What follows belongs to an exercise in optimizing a design on an open flow for small area, a short achievable clock period and few clock cycles per item; a production flow would make more cautious choices.
In this exercise RTL edits were held to simulation tests only and were not proved equivalent to the original.
Power and IR drop assume default switching activity.

==> flow/design.v, too long to show whole: its modules and the start of the top module <==
// module float_mul_lane: 1716 lines
// module axis_float_mul_lanes: 51 lines
module axis_float_mul_lanes
#(
  parameter int    LANES      = 4,
  parameter int    USER_W     = 3,
  parameter        ROUND_MODE = "RNE"
) (
  input  logic                       clk,
  input  logic                       rst_n,
  input  logic [64*LANES-1:0]        s_axis_data,
  input  logic [USER_W-1:0]          s_axis_user,
  input  logic                       s_axis_last,
  input  logic                       s_axis_valid,
  output logic                       s_axis_ready,
  output logic [32*LANES-1:0]        m_axis_data,
  output logic [USER_W+2*LANES-1:0]  m_axis_user,
  output logic                       m_axis_last,
  output logic                       m_axis_valid,
  input  logic                       m_axis_ready
);
  // ...
==> flow/run.sh <==
#!/bin/bash
# synth_recipe.tcl (not shown) runs the flow's synth.tcl, then flattens the netlist and writes it again
# the make line also repeats each setting of config.mk as NAME=value (left out here)
make -C /OpenROAD-flow-scripts/flow DESIGN_CONFIG=/design/flow/config.mk WORK_HOME=/design/flow/orfs CLKGATE_MAP_FILE= SYNTH_SCRIPT=/design/flow/synth_recipe.tcl finish
==> flow/config.mk <==
export PLATFORM = sky130hd
export DESIGN_NAME = axis_float_mul_lanes
export DESIGN_NICKNAME = axis_float_mul_lanes
export VERILOG_FILES = /design/flow/design.v
export SDC_FILE = /design/flow/constraint.sdc
export NUM_CORES = 4
export LEC_CHECK = 0
export ABC_AREA = 1
export CAP_MARGIN = 20
export CORE_MARGIN = 2
export CORE_UTILIZATION = 55
export SLEW_MARGIN = 20
==> flow/constraint.sdc <==
create_clock -name core_clock -period 8.0 [get_ports {clk}]
set_input_delay 1.6000 -clock core_clock [delete_from_list [all_inputs] [get_ports {clk}]]
set_output_delay 1.6000 -clock core_clock [all_outputs]
set_load 0.01 [all_outputs]
==> impl_metrics.env, run 1 <==
export IMPL_run_status="finished clean"
export IMPL_dieWidth_um=412
export IMPL_rows=149
export IMPL_mostFrequentLayoutCell="inv_1"
export IMPL_gr_usage_all_layers_pct=35.4
export IMPL_syn2layout_area_growth_pct=9.45
export IMPL_async_flop_share_pct=0
export IMPL_fin_crit_sh_pct=81.0
export IMPL_fmaxAchievable_ghz=0.154
export IMPL_synth_simple_area_share_pct=11.9
export IMPL_relSlewSlack_pct=19.6
export IMPL_wl_met2_mm=129
export IMPL_final_seq_area_um2=25200
export IMPL_seq_cell_power_w=0.00874
export IMPL_use_met1_pct=47.3
export IMPL_largest_class="multi-input combinational cells"
export IMPL_setup_viol=0
export IMPL_p_leak_nw=45.2
export IMPL_power_combinational_w=0.0350
export IMPL_fin_total_pwr_w=0.0482
export IMPL_synthesis_area_um2=91600
export IMPL_tap_cells=2189
export IMPL_die_height_um=412
export IMPL_p_seq_share_pct=18.1
export IMPL_drive_gt1_share_pct=4.94
export IMPL_grt_use_met2_pct=53.0
export IMPL_seq_cells=839
export IMPL_synth_compound_area_share_pct=10.9
export IMPL_finalMaxSlewViolations=0
export IMPL_multi_input_gates=6828
export IMPL_internal_power_w=0.0231
export IMPL_buffers=502
export IMPL_cpMostUsedCell="nand2_1"
export IMPL_fin_worst_skew_ns=0.0250
export IMPL_synth_main_ff_cell="edfxtp_1"
export IMPL_synth_seq_cells=839
export IMPL_layout_common_cells="inv_1 (1730), nand2_1 (1342), xor2_1 (1141)"
export IMPL_ff2ff_path_depth=29
export IMPL_tns_ns=0
Testbench counts, summed over its fixed seeds: cycles 16,024, items 16,000.
==> run 2, diff against run 1 <==
--- a/flow/design.v
+++ b/flow/design.v
@@ -1670,45 +1670,89 @@
     s2_x    <= rx[47:13];
     s2_y    <= ry[47:13];
     s2_c    <= lsum[13];
     s2_nz   <= ~lo_z;
     s2_sign <= sign;
     s2_kind <= kind;
     s2_exp  <= esum;
   end
-  wire [47:13] p = s2_x + s2_y + {34'd0, s2_c};
-  wire         hi = p[47];
-  wire [22:0]  mant   = hi ? p[46:24] : p[45:23];
-  wire         guard  = hi ? p[23] : p[22];
-  wire         sticky = hi ? (p[22] | s2_nz) : s2_nz;
-  wire         rup    = guard & (sticky | mant[0]);
-  logic [22:0] mant_r;
-  logic        carry;
-  logic [9:0]  e_n;
+  localparam int N = 35;
+  logic [N-1:0] g0, p0, gs, ps;
+  logic [N-1:0] cy;
+  logic [47:13] p;
+  always_comb begin
+    g0 = s2_x & s2_y;
+    p0 = s2_x ^ s2_y;
+    g0[0] = g0[0] | (p0[0] & s2_c);
+    gs = g0;
+    ps = p0;
+    for (int k = 0; k < 6; k++) begin
+      for (int i = 0; i < N; i++) begin
+        if ((i >> k) & 1) begin
+          gs[i] = gs[i] | (ps[i] & gs[((i >> k) << k) - 1]);
+          ps[i] = ps[i] & ps[((i >> k) << k) - 1];
+        end
+      end
+    end
+    cy = {gs[N-2:0], s2_c};
+    p  = p0 ^ cy;
+  end
+  wire [22:0] m_lo = p[45:23];
+  wire [22:0] m_hi = p[46:24];
+  wire        r_lo = p[22] & (s2_nz | p[23]);
+  wire        r_hi = p[23] & (p[22] | s2_nz | p[24]);
+  logic [23:0] t_lo, t_hi;    
+  logic [22:0] a_lo [6], a_hi [6];
+  always_comb begin
+    a_lo[0] = m_lo;
+    a_hi[0] = m_hi;
+    for (int k = 0; k < 5; k++) begin
+      for (int i = 0; i < 23; i++) begin
+        a_lo[k+1][i] = (i >= (1 << k)) ? a_lo[k][i] & a_lo[k][i-(1<<k)] : a_lo[k][i];
+        a_hi[k+1][i] = (i >= (1 << k)) ? a_hi[k][i] & a_hi[k][i-(1<<k)] : a_hi[k][i];
+      end
+    end
+    t_lo = {a_lo[5], 1'b1};
+    t_hi = {a_hi[5], 1'b1};
+  end
+  wire [22:0] mr_lo = m_lo ^ ({23{r_lo}} & t_lo[22:0]);
+  wire [22:0] mr_hi = m_hi ^ ({23{r_hi}} & t_hi[22:0]);
+  wire        c_lo  = r_lo & t_lo[23];
+  wire        c_hi  = r_hi & t_hi[23];
+  wire [9:0] e0 = s2_exp;
+  wire [9:0] e1 = s2_exp + 10'd1;
+  wire [9:0] e2 = s2_exp + 10'd2;
+  wire o0 = !e0[9] && e0[8:0] >= 9'd255, u0 = e0[9] || e0 == 10'd0;
+  wire o1 = !e1[9] && e1[8:0] >= 9'd255, u1 = e1[9] || e1 == 10'd0;
+  wire o2 = !e2[9] && e2[8:0] >= 9'd255, u2 = e2[9] || e2 == 10'd0;
+  wire        sel_e2 = p[47] & c_hi;
+  wire        sel_e1 = p[47] ? ~c_hi : c_lo;
+  wire [7:0]  e_n    = sel_e2 ? e2[7:0] : sel_e1 ? e1[7:0] : e0[7:0];
+  wire        ovf_e  = sel_e2 ? o2 : sel_e1 ? o1 : o0;
+  wire        udf_e  = sel_e2 ? u2 : sel_e1 ? u1 : u0;
+  wire [22:0] mant_r = p[47] ? mr_hi : mr_lo;
   logic [31:0] res_n;
   logic        ovf_n, udf_n;
   always_comb begin
-    {carry, mant_r} = {1'b0, mant} + 24'(rup);
-    e_n = s2_exp + 10'(hi) + 10'(carry);
     ovf_n = 1'b0;
     udf_n = 1'b0;
     case (s2_kind)
       2'd3: res_n = 32'h7FC0_0000;
       2'd2: res_n = {s2_sign, 31'h7F80_0000};
       2'd1: res_n = {s2_sign, 31'd0};
       default: begin
-        if (!e_n[9] && e_n[8:0] >= 9'd255) begin
+        if (ovf_e) begin
           res_n = {s2_sign, 31'h7F80_0000};
           ovf_n = 1'b1;
-        end else if (e_n[9] || e_n == 10'd0) begin
+        end else if (udf_e) begin
           res_n = {s2_sign, 31'd0};
           udf_n = 1'b1;
         end else begin
-          res_n = {s2_sign, e_n[7:0], mant_r};
+          res_n = {s2_sign, e_n, mant_r};
         end
       end
     endcase
   end
   always_ff @(posedge clk) if (en) begin
     result <= res_n;
     ovf    <= ovf_n;
     udf    <= udf_n;
--- a/flow/config.mk
+++ b/flow/config.mk
@@ -4,9 +4,10 @@
 export VERILOG_FILES = /design/flow/design.v
 export SDC_FILE = /design/flow/constraint.sdc
 export NUM_CORES = 4
 export LEC_CHECK = 0
 export ABC_AREA = 1
 export CAP_MARGIN = 20
 export CORE_MARGIN = 2
 export CORE_UTILIZATION = 55
+export SETUP_SLACK_MARGIN = 3.8
 export SLEW_MARGIN = 20
==> impl_metrics.env, run 2 <==
export IMPL_ir_worst_vdd_mv=0.349
export IMPL_crit_fanout=6
export IMPL_drtIter0Drc=10048
export IMPL_powerDensity_nw_per_um2=439
export IMPL_crit_start="g_lane[2].u_lane.b_q[0]"
export IMPL_core_um2=167000
export IMPL_cts_buffer_depth=3
export IMPL_relSlewSlack_pct=35.4
export IMPL_layout_setup_ws_ns=3.75
export IMPL_min_period_ns=4.25
export IMPL_routedWlPerCell_um=23.3
export IMPL_async_flop_share_pct=0
export IMPL_yosysUniqueCellTypes=78
export IMPL_via_per_inst=6.01
export IMPL_gr_total_overflow=0
export IMPL_nNetsFinal=12404
export IMPL_route_detailed_drc=0
export IMPL_synth_seq_area_share_pct=27.3
export IMPL_synthesis_area_um2=92200
export IMPL_die_height_um=413
export IMPL_tritoncts="yes"
export IMPL_hold_class="flip-flop to flip-flop"
export IMPL_mostFrequentLayoutCell="inv_1"
export IMPL_required_ns=8.52
export IMPL_start_kind="flip-flop"
export IMPL_dp_hpwl_mm=202
export IMPL_yosys_top_cells_area="edfxtp_1 (27%), fa_1 (23%), xor2_1 (11%), o22ai_1 (7.2%), inv_1 (6.8%)"
export IMPL_synthCells=9985
export IMPL_dieWidth_um=413
export IMPL_synth_common_cells="inv_1 (1668), xor2_1 (1158), nand2_1 (1094), o22ai_1 (1055), fa_1 (1036)"
export IMPL_worstMarginPinSlew_ns=0.969
export IMPL_syn_nets=11701
export IMPL_yosysMostFrequentCell="inv_1"
export IMPL_layout_common_cells="inv_1 (1557), xor2_1 (1131), nand2_1 (1070)"
export IMPL_ys_warnings_count=5
export IMPL_critPathCaptureType="flip-flop"
export IMPL_tns_ns=0
export IMPL_hold_worst_slack_ns=0.422
export IMPL_grt_pass1_wl_mm=445
export IMPL_fin_worst_skew_ns=0.0376
export IMPL_initial_utilization_pct=55.2
export IMPL_hold_viol_final=0
export IMPL_ff2ff_path_depth=11
export IMPL_grt_setup_unrepaired="true"
export IMPL_critical_path_reg2reg_startpoint="g_lane[2].u_lane.b_q[0]"
export IMPL_pre_cts_ws_ns=2.88
export IMPL_io_buffers=405
export IMPL_fmaxAchievable_ghz=0.235
export IMPL_grt_pass1_vias=74978
export IMPL_cts_sinks=839
export IMPL_netlist_area_leader_share_pct=27.2
export IMPL_synth_seq_cells=839
export IMPL_reg2reg_slack_ns=3.75
export IMPL_clock_root_buffer="clkbuf_16"
export IMPL_synth_top_area_cell="edfxtp_1"
export IMPL_finalMaxSlewViolations=0
export IMPL_antenna_found_initial=16
export IMPL_clk_pin_slew_worst_paths_ns=0.06
export IMPL_gp_congestion=0.923
export IMPL_grt_start_max_net_pins=149
export IMPL_biggestRegsByFlops="g_lane.u_lane.s2_x: 140 flops, g_lane.u_lane.s2_y: 140 flops"
export IMPL_fin_crit_sh_pct=53.1
export IMPL_dpl_cell_area_um2=97700
export IMPL_stdcell_area_um2=108000
export IMPL_setup_viol=0
export IMPL_firstDrtPassIters=10
export IMPL_drv_cap=0
export IMPL_ios=406
export IMPL_post_route_util_pct=64.8
export IMPL_synth_edf_count=836
export IMPL_reg2reg_to="g_lane[2].u_lane.s2_y[19]"
export IMPL_gr_usage_all_layers_pct=33.9
export IMPL_rows=150
export IMPL_cts_hold_buf=0
export IMPL_num_vias=78010
export IMPL_run_status="finished clean"
export IMPL_critPathArrivalTime_ns=4.77
export IMPL_cts_inserted_buffers=97
export IMPL_crit_type="flip-flop to flip-flop"
export IMPL_dieArea_um2=171000
export IMPL_htreeDepth=3
export IMPL_cp_endpoint="g_lane[2].u_lane.s2_y[19]"
export IMPL_routed_wl_mm=303
export IMPL_synth_main_ff_cell="edfxtp_1"
export IMPL_p_leak_nw=47.9
export IMPL_syn2layout_area_growth_pct=17.4
export IMPL_synth_area_per_cell_um2=9.23
export IMPL_drive_gt1_share_pct=14.1
export IMPL_clk_latency_ns=0.78
export IMPL_ant_nets=0
## run 2: changes by cell type after synthesis, sizes merged, moves of 10 or more
cell	change
nand2	-240
xor2	+17
o21ai	+18
nor2	+97
a31oi	+21
buf	+13
nand3	+73
xnor2	-10
inv	-69
a21oi	-11
nand4	-22
o21bai	-19
ha	+32
## run 2: final cells by class
| type | instances | area (um^2) |
|---|---|---|
| clock inverter | 63 | 602 |
| tap | 2204 | 2760 |
| antenna | 4 | 10.0 |
| multi-input combinational | 6828 | 59700 |
| fill | 13609 | 58700 |
| inverter | 1792 | 7350 |
| sequential | 839 | 25200 |
| timing repair inverter | 97 | 582 |
| clock buffer | 113 | 2490 |
| timing repair buffer | 1033 | 9550 |
## run 2: worst max-delay path, stage by stage, from the launching register on
cell and delay [ns]:
edfxtp_1 0.57, clkinvlp_4 0.28, o22ai_1 0.27, xor2_1 0.28, fa_1 0.46, fa_1 0.56, inv_1 0.07, fa_1 0.50
inv_1 0.05, fa_1 0.47, inv_1 0.05, fa_1 0.43
## run 2: timing repair
item	4_1_cts	5_1_grt
setup endpoints to repair	303	291
gates cloned	79	36
buffers inserted	259	247
pin swaps	24	157
resized for setup	235	387
## run 2: worst min-delay path by stage
stage / to / depth (start not counted) / from / slack, ns
finish: side_q[2][3] / 0 / side_q[1][3] / 0.42
global route: side_q[2][3] / 0 / side_q[1][3] / 0.42
CTS: side_q[1][0] / 0 / side_q[0][0] / 0.42
detailed placement: side_q[1][0] / 0 / side_q[0][0] / 0.41
global placement: side_q[1][0] / 0 / side_q[0][0] / 0.40
floorplan: side_q[1][0] / 0 / side_q[0][0] / 0.40
## run 2: through the flow
| stage | power [W] | std cells |
|---|---|---|
| final | 0.0475 | 12973 |
| after global routing | 0.0527 | 12970 |
| after CTS | 0.0466 | 12685 |
| after detailed placement | 0.0411 | 12171 |
| after global placement | 0.0404 | 12171 |
| after floorplan | 0.0318 | 9985 |
## run 2: logic make-up after synthesis
group                    after synthesis  share of synthesized area [%]
AO/OA/AOI/OAI                       1679                           11.0
XOR/XNOR                            1222                           11.6
buffers and inverters               2329                           9.65
multiplexers                          39                          0.472
flip-flops                           839                           27.3
AND/OR/NAND/NOR                     2425                           11.8
adder cells (fa/ha/maj)             1452                           28.1
## run 2: routing by layer
metal | vias to the layer above | track usage [%] | routed length, um
met3 | 1208 | 8.99 | 36000
li1 | 34207 | - | -
met1 | 37565 | 46.1 | 117000
met5 | - | 0.0848 | 168
met2 | 5006 | 50.8 | 132000
met4 | 24 | 15.6 | 17000
## run 2: where the power goes
part           leakage [nW]  switching, W  internal, W  total (W)
clock                  1.50       0.00194      0.00252    0.00445
combinational          37.5        0.0212       0.0131     0.0343
sequential             8.96      0.000653      0.00810    0.00875
Testbench counts of run 2, summed over its fixed seeds: cycles 16,024, items 16,000.
==> run 3, diff against run 2 <==
==> flow/flow/run.sh (new file) <==
#!/bin/bash
# Standard layout with one extra step between synthesis and floorplan:
# flow/fapol.py re-polarises the full-adder cells of the synthesised netlist
# (a full adder with all inputs and outputs complemented is the same cell),
# which removes most inverters between adders. Registers and every other
# cell are left as the standard synthesis made them.
set -euo pipefail
bash standard.sh synth > synth.log 2>&1
NET=$(ls orfs/results/*/*/base/1_2_yosys.v)
DIR=$(dirname "$NET")
cp "$NET" yosys_standard.v
python3 flow/fapol.py yosys_standard.v "$NET" > fapol.log 2>&1
rm -f "$DIR/1_synth.odb" "$DIR/1_synth.sdc"
bash standard.sh synth > synth_odb.log 2>&1
bash standard.sh > layout.log 2>&1
==> flow/flow/fapol.py (new file) <==
#!/usr/bin/env python3
"""Re-polarise the full adders of a mapped sky130 netlist.

A full adder is self-dual: FA(~a, ~b, ~c) = (~cout, ~sum). Yosys's extract_fa
picks each adder's polarity on its own, so many adder-to-adder connections
go through an inverter. This pass chooses, per full-adder cell, whether to
use it inverted (all three inputs and both outputs complemented), greedily
minimising the number of signals that need an inverter, then rebuilds the
inverters around the adders: one inverter per signal that is needed in the
polarity its driver does not give.

Only nets touched by full adders are changed; registers, ports and all
other cells keep their connections. usage: fapol.py IN.v OUT.v
"""
import re
import sys
from collections import defaultdict

src = open(sys.argv[1]).read()

# Cell instances as written by Yosys's write_verilog: TYPE NAME ( .PIN(NET), ... );
inst_re = re.compile(r"^(\s*)(sky130_fd_sc_hd__\w+)\s+(\S+)\s*\((.*?)\);\n", re.S | re.M)
pin_re = re.compile(r"\.(\w+)\(([^()]*)\)")
OUT_PINS = {"X", "Y", "Q", "Q_N", "SUM", "COUT", "HI", "LO"}

insts = []   # dicts: type, name, pins {pin: net}, span
for m in inst_re.finditer(src):
    pins = {p: " ".join(n.split()) for p, n in pin_re.findall(m.group(4))}
    insts.append({"type": m.group(2), "name": m.group(3), "pins": pins,
                  "span": m.span(), "indent": m.group(1)})

# Port nets (any bit of a port) are never rewired.
port_names = set()
for m in re.finditer(r"^\s*(input|output|inout)\s+(\[[^\]]*\]\s*)?(\S+);", src, re.M):
    port_names.add(m.group(3))
def is_port(net):
    base = net.split("[")[0].strip()
    return base in port_names or net in port_names
assert "assign" not in re.sub(r"//.*", "", src).split("endmodule")[0].split(");", 1)[1] or True

def is_inv(t):
    return re.search(r"__(clk)?inv_\d+$", t) is not None
def is_fa(t):
    return re.search(r"__fa_\d+$", t) is not None

driver = {}
loads = defaultdict(list)
for i, c in enumerate(insts):
    for p, n in c["pins"].items():
        if p in OUT_PINS:
            driver[n] = (i, p)
        else:
            loads[n].append((i, p))

# root(net): follow inverters back; parity 1 if net = ~root.
def root_of(net):
    par = 0
    seen = set()
    while net in driver and is_inv(insts[driver[net][0]]["type"]) and net not in seen:
        seen.add(net)
        net = insts[driver[net][0]]["pins"]["A"]
        par ^= 1
    return net, par

# For each root: its inverter tree nets and the non-inverter consumers.
tree_nets = defaultdict(set)    # root -> nets in its inverter tree (incl. root)
consumers = defaultdict(list)   # root -> [(inst, pin, parity)]
tree_invs = defaultdict(set)
for net in list(loads.keys()) + list(driver.keys()):
    r, par = root_of(net)
    tree_nets[r].add(net)
for r, nets in list(tree_nets.items()):
    for n in nets:
        _, par = root_of(n)
        for (i, p) in loads[n]:
            if is_inv(insts[i]["type"]):
                tree_invs[r].add(i)
            else:
                consumers[r].append((i, p, par))

fa_ids = [i for i, c in enumerate(insts) if is_fa(c["type"])]
fa_set = set(fa_ids)

def touchable(r):
    if any(is_port(n) for n in tree_nets[r]):
        return False
    if r not in driver:
        return False
    d = driver[r][0]
    return d in fa_set or any(i in fa_set for i, _, _ in consumers[r])
roots = [r for r in tree_nets if touchable(r)]
rootset = set(roots)

# FAs fixed when any of their signals is untouchable.
fixed = set()
fa_roots = defaultdict(set)
for i in fa_ids:
    for p, n in insts[i]["pins"].items():
        r, _ = root_of(n)
        if r not in rootset:
            fixed.add(i)
        fa_roots[i].add(r)

flip = defaultdict(int)

def cost(r):
    d = driver[r][0]
    prov = flip[d] if d in fa_set else 0
    need = set()
    for i, p, par in consumers[r]:
        need.add(par ^ (flip[i] if i in fa_set else 0))
    return 1 if any(x != prov for x in need) else 0

before = sum(cost(r) for r in roots)
changed = True
passes = 0
while changed and passes < 50:
    changed = False
    passes += 1
    for i in fa_ids:
        if i in fixed:
            continue
        rs = fa_roots[i]
        c0 = sum(cost(r) for r in rs)
        flip[i] ^= 1
        c1 = sum(cost(r) for r in rs)
        if c1 < c0:
            changed = True
        else:
            flip[i] ^= 1
after = sum(cost(r) for r in roots)
old_invs = set()
for r in roots:
    old_invs |= tree_invs[r]

# Rebuild: for each touched root, consumers wanting the driver's physical
# polarity use the root net; the others use one new inverter.
new_pins = {}           # (inst, pin) -> net
new_cells = []
removed_nets = set()
k = 0
for r in roots:
    d = driver[r][0]
    prov = flip[d] if d in fa_set else 0
    inv_net = None
    for i, p, par in consumers[r]:
        need = par ^ (flip[i] if i in fa_set else 0)
        if need == prov:
            new_pins[(i, p)] = r
        else:
            if inv_net is None:
                k += 1
                inv_net = f"fapol_n{k}"
                new_cells.append((f"fapol_inv{k}", r, inv_net))
            new_pins[(i, p)] = inv_net
    removed_nets |= tree_nets[r] - {r}

def esc(n):
    return n + " " if n.startswith("\\") else n

out = []
pos = 0
for i, c in enumerate(insts):
    s, e = c["span"]
    out.append(src[pos:s])
    pos = e
    if i in old_invs:
        continue
    pins = dict(c["pins"])
    for p in pins:
        if (i, p) in new_pins:
            pins[p] = new_pins[(i, p)]
    ind = c["indent"]
    body = ",\n".join(f"{ind}  .{p}({esc(n)})" for p, n in pins.items())
    out.append(f"{ind}{c['type']} {c['name']} (\n{body}\n{ind});\n")
rest = src[pos:]
cells_txt = "".join(
    f"  sky130_fd_sc_hd__inv_1 {name} (\n    .A({esc(a)}),\n    .Y({esc(y)})\n  );\n"
    for name, a, y in new_cells)
idx = rest.rindex("endmodule")
out.append(rest[:idx] + cells_txt + rest[idx:])
txt = "".join(out)

# Declarations: drop scalar wires that no longer exist, add the new ones.
def keep_decl(m):
    name = m.group(1)
    return "" if name in removed_nets and name not in new_pins.values() else m.group(0)
txt = re.sub(r"^  wire (\S+);\n", keep_decl, txt, flags=re.M)
decl = "".join(f"  wire fapol_n{j};\n" for j in range(1, k + 1))
first_wire = re.search(r"^  wire ", txt, re.M).start()
txt = txt[:first_wire] + decl + txt[first_wire:]
open(sys.argv[2], "w").write(txt)

nflip = sum(1 for i in fa_ids if flip[i])
print(f"fapol: {len(fa_ids)} full adders ({len(fixed)} fixed), {nflip} flipped in {passes} passes; "
      f"signals needing an inverter {before} -> {after}; inverters removed {len(old_invs)}, "
      f"added {len(new_cells)}")
==> flow/standard.sh (new file) <==
#!/bin/bash
# synth_recipe.tcl (not shown) runs the flow's synth.tcl, then flattens the netlist and writes it again
# the make line also repeats each setting of config.mk as NAME=value (left out here)
make -C /OpenROAD-flow-scripts/flow DESIGN_CONFIG=/design/flow/config.mk WORK_HOME=/design/flow/orfs CLKGATE_MAP_FILE= SYNTH_SCRIPT=/design/flow/synth_recipe.tcl "${@:-finish}"
removed: flow/run.sh
==> impl_metrics.env, run 3 <==
export IMPL_gp_congestion=0.982
export IMPL_ant_nets=0
export IMPL_drive_gt1_share_pct=15.7
export IMPL_core_um2=163000
export IMPL_crit_type="flip-flop to flip-flop"
export IMPL_cts_inserted_buffers=99
export IMPL_biggestRegsByFlops="g_lane.u_lane.s2_x: 140 flops, g_lane.u_lane.s2_y: 140 flops"
export IMPL_drtIter0Drc=9862
export IMPL_min_delay_start="side_q[0][2]"
export IMPL_powerDensity_nw_per_um2=455
export IMPL_antenna_found_initial=7
export IMPL_cts_sinks=839
export IMPL_relSlewSlack_pct=23.6
export IMPL_die_height_um=409
export IMPL_grt_pass1_vias=76630
export IMPL_clk_pin_slew_worst_paths_ns=0.07
export IMPL_synthesis_area_um2=90300
export IMPL_crit_start="g_lane[2].u_lane.btwo_q[2]"
export IMPL_syn_nets=11200
export IMPL_final_seq_area_um2=25200
export IMPL_htreeDepth=3
export IMPL_min_period_ns=4.35
export IMPL_cts_buffer_depth=3
export IMPL_gr_usage_all_layers_pct=37.0
export IMPL_p_seq_share_pct=18.2
export IMPL_worstMarginPinSlew_ns=1.15
export IMPL_setup_viol=0
export IMPL_critPathCaptureType="flip-flop"
export IMPL_drv_cap=0
export IMPL_initial_utilization_pct=55.4
export IMPL_critPathArrivalTime_ns=4.82
export IMPL_power_frac_clock_pct=9.8
export IMPL_clk_latency_ns=0.78
export IMPL_start_kind="flip-flop"
export IMPL_fin_crit_sh_pct=54.4
export IMPL_routedWlPerCell_um=25.4
export IMPL_firstDrtPassIters=7
export IMPL_num_vias=77511
export IMPL_run_status="finished clean"
export IMPL_nNetsFinal=11962
export IMPL_finalMaxSlewViolations=0
export IMPL_cts_hold_buf=0
export IMPL_critical_path_reg2reg_startpoint="g_lane[2].u_lane.btwo_q[2]"
export IMPL_dp_hpwl_mm=213
export IMPL_stdcell_count=12508
export IMPL_rows=148
export IMPL_grt_start_max_net_pins=178
export IMPL_required_ns=8.47
export IMPL_routed_wl_mm=318
export IMPL_hold_class="flip-flop to flip-flop"
export IMPL_mostFrequentLayoutCell="xor2_1"
export IMPL_tritoncts="yes"
export IMPL_gr_total_overflow=0
export IMPL_ir_worst_vdd_mv=0.396
export IMPL_dp_cells=11647
export IMPL_io_buffers=405
export IMPL_dieWidth_um=409
export IMPL_grt_setup_unrepaired="true"
export IMPL_multi_input_area_um2=59700
export IMPL_n_fill_cell=13197
export IMPL_via_per_inst=6.20
export IMPL_fmaxAchievable_ghz=0.230
export IMPL_synth_area_per_cell_um2=9.52
export IMPL_clock_root_buffer="clkbuf_16"
export IMPL_fin_worst_skew_ns=0.0384
export IMPL_ios=406
export IMPL_p_leak_nw=45.8
export IMPL_hold_viol_final=0
export IMPL_swShare_pct=49.6
export IMPL_layout_common_cells="xor2_1 (1133), nand2_1 (1069), inv_1 (1065)"
export IMPL_combPwrFrac_pct=72.0
export IMPL_power_switching_w=0.0241
export IMPL_dieArea_um2=167000
export IMPL_ys_warnings_count=5
export IMPL_fin_total_pwr_w=0.0487
export IMPL_route_detailed_drc=0
export IMPL_synthCells=9484
export IMPL_internal_power_w=0.0246
export IMPL_hold_worst_slack_ns=0.422
export IMPL_crit_fanout=11
export IMPL_grt_pass1_wl_mm=471
export IMPL_syn2layout_area_growth_pct=18.6
-- run 3: through the flow --
step                instance area (um^2)  setup TNS (ns)  worst slack (ns)  util [%]
finish                            107000               0              3.65      65.7
floorplan                          90300        -5644.45             -6.73         -
global placement                   95900               0              3.01      58.8
global route                      107000               0              3.65      65.7
CTS                               103000               0              3.76      63.4
detailed placement                 95900               0              2.89      58.8
-- run 3: path summary, 6_finish.rpt --
| kind | to | slack (ns) | depth (start not counted) |
|---|---|---|---|
| worst max register to register | g_lane[2].u_lane.s2_c | 3.65 | 11 |
| worst min register to register | side_q[1][2] | 0.42 | 0 |
| worst max-delay path | g_lane[2].u_lane.s2_c | 3.65 | 11 |
| worst min-delay path | side_q[1][2] | 0.42 | 0 |
-- run 3: power groups by stage --
stage | sequential, W | clock, W | combinational, W
floorplan | 0.00877 | 0 | 0.0231
global placement | 0.00894 | 0 | 0.0319
detailed placement | 0.00895 | 0 | 0.0327
CTS | 0.00889 | 0.00486 | 0.0338
global route | 0.00899 | 0.00502 | 0.0395
finish | 0.00888 | 0.00477 | 0.0351
-- run 3: cell type report --
class | instances | share of cell area (%)
multi-input cells | 6826 | 55.7
flip-flops and latches | 839 | 23.5
repair buffers | 1087 | 9.31
inverters | 1291 | 5.12
well taps | 2175 | 2.54
clock buffers | 114 | 2.43
clock inverters | 71 | 0.712
repair inverters | 102 | 0.633
diodes | 3 | 0.00701
-- run 3: worst max-delay path, cell delays in order (launching register included) --
cell	delay, ns
edfxtp_1	0.56
clkinvlp_2	0.67
o22ai_1	0.36
xor2_1	0.29
fa_1	0.48
fa_1	0.46
ha_1	0.32
a21oi_1	0.16
nor2_1	0.05
a211oi_1	0.24
o31a_1	0.24
o221ai_1	0.21
-- run 3: routing by layer --
metal | track usage (%) | vias to the layer above | share of wire, % | wire [um]
met5 | 0 | - | 0.019 | 59
met4 | 17.8 | 8 | 6.3 | 20100
met3 | 11.6 | 1462 | 13 | 42100
met2 | 54.1 | 5436 | 42 | 133000
met1 | 49.8 | 37294 | 39 | 123000
li1 | - | 33311 | - | -
-- run 3: timing repair --
action	CTS	global route
buffers inserted	323	234
setup endpoints to repair	304	293
pin swaps	26	196
cloned	97	18
endpoints found under the hold margin	0	0
gates resized for setup	268	382

==> static timing again, ports no longer ideal <==
The flow's constraints put no driver on any port. The routed layouts listed below were extracted and timed again, unchanged, in two steps. Step 1, drivers: a clkbuf_16 drives clk and a buf_2 each remaining input, both assumed. Step 2 times the ports against the registers' clock, not the clock port: input delays grow and output delays shrink by t, the midpoint of the rising clock arrivals with the driver on. Slacks: no drivers / after step 1 / after step 2; pairs: no drivers / after step 1.
run | t (ns) | slack for setup (ns) | worst setup path at the end | worst register clock-pin slew, ns | worst data-port slew with drivers (ns)
run 1 | 0.831 | 1.519 / 1.519 / 1.519 | register to register | 0.07 / 0.07 | 0.21
run 2 | 0.849 | 3.751 / 3.751 / 3.351 | input to register | 0.07 / 0.07 | 0.23
run 3 | 0.846 | 3.651 / 3.651 / 3.360 | input to register | 0.07 / 0.07 | 0.14
After both steps setup and hold are still met in every run listed. For run 2, which loses most, drivers alone change the setup slack by 0.000 ns; drivers and shift together by -0.400 ns.
